From an optimization exercise on the open Yosys and OpenROAD flow, aimed at a short achievable clock period and few clock cycles per item; shortcuts taken in it are not production practice. At most, simulation tests tie the RTL to the original design; equivalence was not proved.

Design exec_top, start of the top module:
module exec_top (
    input  logic        clk_i,
    input  logic        reset_i,
    input  logic        issue_valid_i,
    input  logic [3:0]  issue_tag_i,
    input  logic [1:0]  issue_fu_i,
    input  logic [2:0]  issue_op_i,
    input  logic [31:0] issue_vj_i,
    input  logic [31:0] issue_vk_i,
    output logic        issue_ready_o,
    output logic        cdb_valid_o,
    output logic [3:0]  cdb_tag_o,
    output logic [31:0] cdb_value_o,
    output logic        cdb_taken_o
);
Size: ~7700 cells after synthesis, ~800 flip-flops, roughly 120 I/O pins.
==> flow/config.mk <==
export PLATFORM = sky130hd
export DESIGN_NAME = exec_top
export DESIGN_NICKNAME = exec_top
export VERILOG_FILES = /design/flow/design.v
export SDC_FILE = /design/flow/constraint.sdc
export NUM_CORES = 4
export LEC_CHECK = 0
export ABC_CLOCK_PERIOD_IN_PS = 2000
export CAP_MARGIN = 20
export CORE_MARGIN = 2
export CORE_UTILIZATION = 40
export SETUP_SLACK_MARGIN = 3.2
export SLEW_MARGIN = 20
==> flow/constraint.sdc <==
create_clock -name core_clock -period 5.5 [get_ports {clk_i}]
set_input_delay 1.1000 -clock core_clock [delete_from_list [all_inputs] [get_ports {clk_i}]]
set_output_delay 1.1000 -clock core_clock [all_outputs]
set_load 0.01 [all_outputs]
run.sh (not shown) runs the stock make flow with config.mk's settings and CLKGATE_MAP_FILE= SYNTH_SCRIPT=/design/flow/synth_recipe.tcl, a recipe that flattens the netlist after the stock synthesis.
Rerun with:
--- a/flow/design.v
+++ b/flow/design.v
@@ -52,24 +52,24 @@
     assign accept        = issue_valid_i & issue_ready_o;
     assign alu_acc_o     = accept & ~issue_fu_i[1];
     assign mul_acc_o     = accept & (issue_fu_i == 2'd2);
     assign div_acc_o     = accept & (issue_fu_i == 2'd3);
     always_ff @(posedge clk_i or posedge reset_i) begin
         if (reset_i) begin
-            busy_q <= 1'b0;
-            dv_q   <= 1'b0;
+            busy_q      <= 1'b0;
+            dv_q        <= 1'b0;
+            v_q_o       <= 1'b0;
+            sel_res_q_o <= 1'b0;
         end else begin
-            busy_q <= mul_acc_o | div_start_o | (busy_q & ~unit_done_i);
-            dv_q   <= div_acc_o;
+            busy_q      <= mul_acc_o | div_start_o | (busy_q & ~unit_done_i);
+            dv_q        <= div_acc_o;
+            v_q_o       <= alu_acc_o | unit_done_i;
+            sel_res_q_o <= div_acc_o | unit_done_i;
         end
     end
     always_ff @(posedge clk_i) begin
-        v_q_o       <= alu_acc_o | unit_done_i;
-        sel_res_q_o <= div_acc_o | unit_done_i;
-    end
-    always_ff @(posedge clk_i) begin
         if (issue_ready_o) tag_q_o <= issue_tag_i;  
     end
 endmodule
 `default_nettype wire
 `default_nettype none
 module ks_adder #(
@@ -176,18 +176,18 @@
         hi1_q_o    <= is_sub ? d_h1[15:0] : s_h1[15:0];
         sel_lo_q_o <= alu_acc_i & arith;
         sel0_q_o   <= alu_acc_i & arith & ~c_lo;
         sel1_q_o   <= alu_acc_i & arith & c_lo;
         t0_q       <= alu_acc_i & take(op_i, eq, lt0);
         t1_q       <= alu_acc_i & take(op_i, eq, lt1);
-        for (int k = 0; k < 4; k++) tv_q[k] <= tv_d[k] & (k[1] == d_lo[16]) & (k[0] == s_lo[16]);
+        tv_q       <= tv_d;
         cd_q       <= d_lo[16];
         cs_q       <= s_lo[16];
     end
     assign taken_o = cd_q ? t1_q : t0_q;
-    assign triv_o  = |tv_q;  
+    assign triv_o  = tv_q[{cd_q, cs_q}];
 endmodule
 `default_nettype wire
 `default_nettype none
 module booth_mult (
     input  logic        clk_i,
     input  logic [31:0] a_i,     
@@ -300,52 +300,31 @@
     logic [4:0]  lza, lzb;
     logic        unused_c0, unused_c1;
     ks_adder #(.W(32)) neg_a (.a_i(~a_i), .b_i('0), .cin_i(1'b1), .sum_o(na), .cout_o(unused_c0));
     ks_adder #(.W(32)) neg_b (.a_i(~b_i), .b_i('0), .cin_i(1'b1), .sum_o(nb), .cout_o(unused_c1));
     assign ma = sa ? na : a_i;
     assign mb = sb ? nb : b_i;
-    logic [31:0] ac, bc, sma;
-    logic        forma;
-    assign ac = a_i ^ {32{sa}};
-    assign bc = b_i ^ {32{sb}};
-    lzc32 lz_a (.x_i(ac), .n_o(lza));
-    lzc32 lz_b (.x_i(bc), .n_o(lzb));
-    always_comb begin
-        sma[31] = ac[31];
-        for (int i = 30; i >= 0; i--) sma[i] = sma[i+1] | ac[i];
-    end
-    assign forma = sa & (ac == sma);
+    lzc32 lz_a (.x_i(ma), .n_o(lza));
+    lzc32 lz_b (.x_i(mb), .n_o(lzb));
     assign triv_val_o = rem ? a_i : {32{bzero}};  
     logic [31:0] ma_q, mb_q;
-    logic [4:0]  lzb_q;
-    logic [5:0]  ka_q;  
+    logic [4:0]  lza_q, lzb_q;
     logic        negq1_q, negr1_q, rem1_q;
     always_ff @(posedge clk_i) begin
         ma_q    <= ma;
         mb_q    <= mb;
-        ka_q    <= ~{1'b0, lza} + 6'd2 + {5'd0, forma};
+        lza_q   <= lza;
         lzb_q   <= lzb;
         negq1_q <= sa ^ sb;
         negr1_q <= sa;
         rem1_q  <= rem;
     end
     logic [5:0]  nbits;   
     logic [4:0]  nsteps;  
-    logic [63:0] al;      
-    assign nbits = {1'b0, lzb_q} + ka_q;
-    always_comb begin
-        nsteps = 5'((nbits + 6'd1) >> 1);
-        if (nbits > 6'd32) nsteps = 5'd16;  
-        al = {ma_q, 32'd0};
-        if (nbits[0]) al = al >> 2;  
-        if (nbits[1]) al = al >> 2;
-        if (nbits[2]) al = al >> 4;
-        if (nbits[3]) al = al >> 8;
-        if (nbits[4]) al = al >> 16;
-        if (nbits[5]) al = al >> 32;
-    end
+    assign nbits  = {1'b0, lzb_q} - {1'b0, lza_q} + 6'd1;
+    assign nsteps = 5'((nbits + 6'd1) >> 1);
     logic [33:0] mb3;
     logic        uc3;
     ks_adder #(.W(34)) mul3 (.a_i({2'b00, mb_q}), .b_i({1'b0, mb_q, 1'b0}), .cin_i(1'b0), .sum_o(mb3), .cout_o(uc3));
     logic        run_q, fix_q, last;
     logic [4:0]  cnt_q;
     logic [31:0] z_q, q_q, r_q;
@@ -381,14 +360,14 @@
             dig = 2'd0; rn = r4[31:0];
         end
     end
     always_ff @(posedge clk_i) begin
         if (!run_q) begin
             cnt_q  <= nsteps;
-            z_q    <= al[31:0];   
-            r_q    <= al[63:32];  
+            z_q    <= ma_q << (6'd32 - {nsteps, 1'b0});  
+            r_q    <= ma_q >> {nsteps, 1'b0};             
             q_q    <= '0;
             d1_q   <= {2'b00, mb_q};
             d2_q   <= {1'b0, mb_q, 1'b0};
             d3_q   <= mb3;
             negq_q <= negq1_q;
             negr_q <= negr1_q;
@@ -486,13 +465,13 @@
     end
     cdb_arbiter arb_inst (
         .lo_i(alu_lo), .hi0_i(alu_hi0), .hi1_i(alu_hi1),
         .sel_lo_i(sel_lo), .sel0_i(sel0), .sel1_i(sel1),
         .res_i(res_q), .sel_res_i(sel_res_q), .value_o(cdb_o.value)
     );
-    assign cdb_o.valid = (v_q | div_triv) & ~reset_i;  
+    assign cdb_o.valid = v_q | div_triv;
 endmodule
 `default_nettype wire
 `default_nettype none
 module exec_top (
     input  logic        clk_i,
     input  logic        reset_i,
After rerunning:
- clock skew falls by 0.013 ns
- setup slack is better by 0.025 ns
- global-route usage fell by 0.58 points
- sequential share of layout area goes up by 0.86 points
- synthesized cell count decreases by 3.0%
- maximum frequency grows by 0.74%
Testbench counts after the change, summed over its fixed seeds: cycles 4,304, items 2,400.
Function not checked in the first run of this note: the RTL went through the layout flow alone.

## separate check: timing with driven ports
No port has a modelled driver above. Below, the same layouts with a new extraction and two added sets of constraints.
Step 1 (the two cells are an assumption about what drives the block):
set clk [get_ports {clk_i}]
set_driving_cell -lib_cell sky130_fd_sc_hd__clkbuf_16 $clk
set_driving_cell -lib_cell sky130_fd_sc_hd__buf_2 [delete_from_list [all_inputs] $clk]
Step 2 adds t to the input delays and takes it off the output delays; t is the mean of the earliest and latest rising clock arrival at the registers after step 1. Input paths then give back, and output paths get back, about the clock's delay inside the block.
Three values: no drivers, after step 1, after step 2; two values: the first two.
| run | shift t [ns] | setup slack, ns | clock arrival spread, ns | worst slew at a driven data input, ns |
|---|---|---|---|---|
| the first run | 0.810 | 2.053 / 2.053 / 1.308 | 0.057 / 0.057 | 0.27 |
| the second run | 0.821 | 2.078 / 1.993 / 1.350 | 0.052 / 0.052 | 0.26 |
After both steps setup and hold are still met in every run listed. For the first run, which loses most, drivers alone change the setup slack by 0.000 ns; drivers and shift together by -0.745 ns.
